This is an optimization exercise on Yosys and OpenROAD, whose aim is small area, not a production implementation. At most, simulation tests tie the RTL to the original design; equivalence was not proved. Power and IR drop assume default switching activity.

Design adventureTop, start of the top module:
module adventureTop (
	input  logic       turn,
	input  logic       rst,
	input  logic [3:0] buttons,
	input  adventurePkg::pixelX_t    pixelX,
	input  adventurePkg::pixelY_t    pixelY,
	input  logic       blank,
	input  adventurePkg::color_t     mapPixel,
	output adventurePkg::color_t     color,
	output adventurePkg::roomCoord_t roomX,
	output adventurePkg::roomCoord_t roomY,
	output adventurePkg::color_t     roomColor
);
For scale: ~910 cells after synthesis, roughly 88 flip-flops, about 58 I/O pins, ~7700 sq um of cells after synthesis.
clock: 5.0 ns
lec_check: 0
cap_margin: 0
core_margin: 2
core_utilization: 70
cts_buf_list: sky130_fd_sc_hd__clkbuf_8
gpl_timing_driven: 0
setup_slack_margin: 0.08
slew_margin: 0
standard.sh (not shown) runs the stock make flow with config.mk's settings and CLKGATE_MAP_FILE= SYNTH_SCRIPT=/design/flow/synth_recipe.tcl, a recipe that flattens the netlist after the stock synthesis.
==> flow/flow/run.sh <==
#!/bin/bash
# Layout flow: the standard flow, except that the port buffers are the
# smallest buffer cell and clock tree synthesis uses larger sink clusters and
# no dummy loads. The flow's output goes to standard.log here; each step's
# log is kept in orfs/logs/ by the flow scripts.
set -o pipefail
bash standard.sh finish "BUFFER_PORTS_ARGS=-buffer_cell sky130_fd_sc_hd__buf_1" \
	"CTS_ARGS=-sink_clustering_enable -repair_clock_nets -buf_list sky130_fd_sc_hd__clkbuf_8 -dont_use_dummy_load -sink_clustering_size 20 -sink_clustering_max_diameter 80" \
	> standard.log 2>&1
Next try:
--- a/flow/design.v
+++ b/flow/design.v
@@ -71,26 +71,26 @@
 	input  logic       turn,
 	input  logic       rst,
 	input  logic [3:0] buttons,
 	input  adventurePkg::pixelX_t    pixelX,
 	input  adventurePkg::pixelY_t    pixelY,
 	input  logic       blank,
 	input  adventurePkg::color_t     mapPixel,
 	output adventurePkg::color_t     color,
 	output adventurePkg::roomCoord_t roomX,
 	output adventurePkg::roomCoord_t roomY,
 	output adventurePkg::color_t     roomColor
 );
-	localparam int KX = -15;
-	localparam int KY = -13;
+	localparam int KX = -16;
+	localparam int KY = -20;
 	localparam int OX = 15 - KX;   
 	localparam int QY = -KY;       
 	logic [3:0] count;
 	logic       step;
 	logic       bump;
 	logic [9:0] px_n, cx_n, ox_n;
 	logic [8:0] py_n, cy_n, oy_n;
 	logic       yU, bU;
 	logic [1:0] held;
 	logic [3:0] rc;      
 	function automatic logic [9:0] add10(input logic [9:0] a, input logic [9:0] b);
 		logic c;
The new run passed the timing, design-rule and antenna checks.
Core utilization rises by 0.79 points.
Sequential cell count stays the same.
Count of clock-buffer cells in the layout stays the same.
Wire length shrinks by 3.4%.
First-iteration DRC count is lower by about 16%.
Die area drops by 1.1%.
Non-clock buffer count is unchanged.
Setup slack got worse by 0.011 ns.
Function not checked in the first run of this note: the RTL went through the layout flow alone.

========
Another version of the RTL of adventureTop (not shown whole).
For scale: ~920 cells after synthesis, ~58 I/O pins, about 7800 sq um of cells after synthesis.
export LEC_CHECK = 0
export CAP_MARGIN = 0
export CORE_MARGIN = 2
export CORE_UTILIZATION = 70
export CTS_BUF_LIST = sky130_fd_sc_hd__clkbuf_8
export GPL_TIMING_DRIVEN = 0
export SETUP_SLACK_MARGIN = 0.15
export SLEW_MARGIN = 0
create_clock -name core_clock -period 5.0 [get_ports {turn}]
Scripts as last shown in full above: flow/flow/run.sh
The starting point finished with timing, DRC and antenna clean.
Then changed:
--- a/flow/design.v
+++ b/flow/design.v
@@ -324,55 +324,27 @@
 			leftRoomX = 4'd2;
 			leftRoomY = 4'd5;
 		end else if (isR(roomX, 1) && isR(roomY, 4)) begin
 			leftRoomX = 4'd1;
 			leftRoomY = 4'd6;
 		end
 	end
-	function automatic logic [9:0] move10(input logic [9:0] x, input logic mv, input logic neg,
-			input logic big);
-		logic down, c3, inc, dec, t, z;
-		down = neg ^ big;
-		c3 = down ? (x[2:0] != 3'd0) : (x[2:0] == 3'd7);
-		inc = mv && !neg && c3;
-		dec = mv && neg && !c3;
-		move10[2:0] = !mv ? x[2:0] : down ? x[2:0] - 3'd1 : x[2:0] + 3'd1;
-		t = 1'b1;
-		z = 1'b1;
-		for (int i = 3; i < 10; i++) begin
-			move10[i] = x[i] ^ ((inc && t) || (dec && z));
-			t = t && x[i];
-			z = z && !x[i];
-		end
-	endfunction
-	function automatic logic [8:0] move9(input logic [8:0] x, input logic mv, input logic neg,
-			input logic big);
-		logic down, c3, inc, dec, t, z;
-		down = neg ^ big;
-		c3 = down ? (x[2:0] != 3'd0) : (x[2:0] == 3'd7);
-		inc = mv && !neg && c3;
-		dec = mv && neg && !c3;
-		move9[2:0] = !mv ? x[2:0] : down ? x[2:0] - 3'd1 : x[2:0] + 3'd1;
-		t = 1'b1;
-		z = 1'b1;
-		for (int i = 3; i < 9; i++) begin
-			move9[i] = x[i] ^ ((inc && t) || (dec && z));
-			t = t && x[i];
-			z = z && !x[i];
-		end
-	endfunction
 	logic mvX, mvY, negX, negY;
+	logic [9:0] dX;
+	logic [8:0] dY;
 	logic goR, goD, goU, goL;
 	always_comb begin
 		mvX = step && ((buttons[3] && pxIn(px_n, 17, 1023)) || (buttons[0] && pxIn(px_n, 0, 623)));
 		negX = (buttons[3] && pxIn(px_n, 17, 1023)) ? bump : !bump;
-		nX = move10(px_n, mvX, negX, bump);
+		dX = {{7{mvX & negX}}, {2{mvX & (bump ^ negX)}}, mvX};
+		nX = add10(px_n, dX);
 		mvY = step && ((buttons[2] && pyIn(py_n, 11, 511)) || (buttons[1] && pyIn(py_n, 0, 469)));
 		negY = (buttons[2] && pyIn(py_n, 11, 511)) ? bump : !bump;
-		nY = move9(py_n, mvY, negY, bump);
+		dY = {{6{mvY & negY}}, {2{mvY & (bump ^ negY)}}, mvY};
+		nY = add9(py_n, dY);
 		goR = step && pxIn(px_n, 624, 1023) && !isR(roomX, 8);
 		goD = step && !goR && pyIn(py_n, 470, 511) && !isR(roomY, 8);
 		goU = step && !goR && !goD && pyIn(py_n, 0, 10) && !isR(roomY, 0);
 		goL = step && !goR && !goD && !goU && pxIn(px_n, 0, 16) && !isR(roomX, 0);
 	end
 	always_ff @(posedge turn) begin
 		if (rst) begin
@@ -395,28 +367,26 @@
 				roomX <= leftRoomX;
 				roomY <= leftRoomY;
 			end
 			if (step)
 				rc <= roomCode(roomX, roomY);
 		end
 	end
-	logic onO, atUnlock, pick;
+	logic onO, atUnlock, pickO, pick;
 	logic [9:0] dkX;
 	logic [8:0] dkY;
 	assign dkX = add10(ox_n, ~px_n);
 	assign dkY = add9(oy_n, ~py_n);
-	logic onX, onY;
-	always_ff @(posedge turn) begin
-		onX <= !pxIn(ox_n, 977, 1008) && in10(dkX, 15, 45);
-		onY <= in9(oy_n, -503 - KY, -4 - KY) && in9(dkY, -4, 6);
-	end
-	assign onO = onX && onY;
+	assign onO = !pxIn(ox_n, 977, 1008) && in10(dkX, 15, 45)
+		&& in9(oy_n, -503 - KY, -4 - KY) && in9(dkY, -4, 6);
 	assign atUnlock = pxIn(px_n, 289, 351) && pyIn(py_n, 0, 359);
-	assign pick = onO && (held == 2'd1 ? (inBRoom && !bU)
+	assign pickO = onO && (held == 2'd1 ? (inBRoom && !bU)
 		: held == 2'd2 ? (inYRoom && !yU) : (inYRoom || inBRoom));
+	always_ff @(posedge turn)
+		pick <= pickO;
 	always_ff @(posedge turn) begin
 		if (step && pick) begin
 			cx_n <= ox_n;
 			cy_n <= oy_n;
 		end else if (step && held != 2'd0) begin
 			cx_n <= px_n;
 			cy_n <= py_n;
Effect: The new run went through all stages and came out clean; wire length goes down by 4.1%; power goes up by 0.38%; final cell count falls by 5.1%; clock-buffer cell count does not change; final area went down by 1.5%.
For the first run of this note, only the layout was checked, not whether the RTL still works.

[re-timing with driven ports]
The flow's constraints put no driver on any port. The routed layouts listed below were extracted and timed again, unchanged, in two steps. Step 1 (the two cells are an assumption about what drives the block):
set clk [get_ports {turn}]
set_driving_cell -lib_cell sky130_fd_sc_hd__clkbuf_16 $clk
set_driving_cell -lib_cell sky130_fd_sc_hd__buf_2 [delete_from_list [all_inputs] $clk]
Step 2, shift: input delay + t, output delay - t, t = (earliest + latest rising clock arrival at the registers) / 2. This alone moves slack from input paths to output paths. a / b / c = no drivers / after step 1 / after step 2; a / b = the first two.
run | shift t [ns] | slack for setup (ns) | slew at the worst register clock pin (ns) | worst data-port slew with drivers (ns)
the first run of note 1 | 0.393 | 0.204 / 0.216 / -0.176 | 0.09 / 0.09 | 0.04
the second run of note 1 | 0.414 | 0.192 / 0.203 / -0.211 | 0.10 / 0.10 | 0.04
the first run of note 2 | 0.401 | 0.204 / 0.218 / -0.183 | 0.09 / 0.09 | 0.03
the second run of note 2 | 0.408 | 0.158 / 0.158 / -0.035 | 0.09 / 0.09 | 0.04
With both steps, setup timing fails in every run listed, where it was met with ideal ports. For the second run of note 1, which loses most, drivers alone change the setup slack by +0.011 ns; drivers and shift together by -0.403 ns.
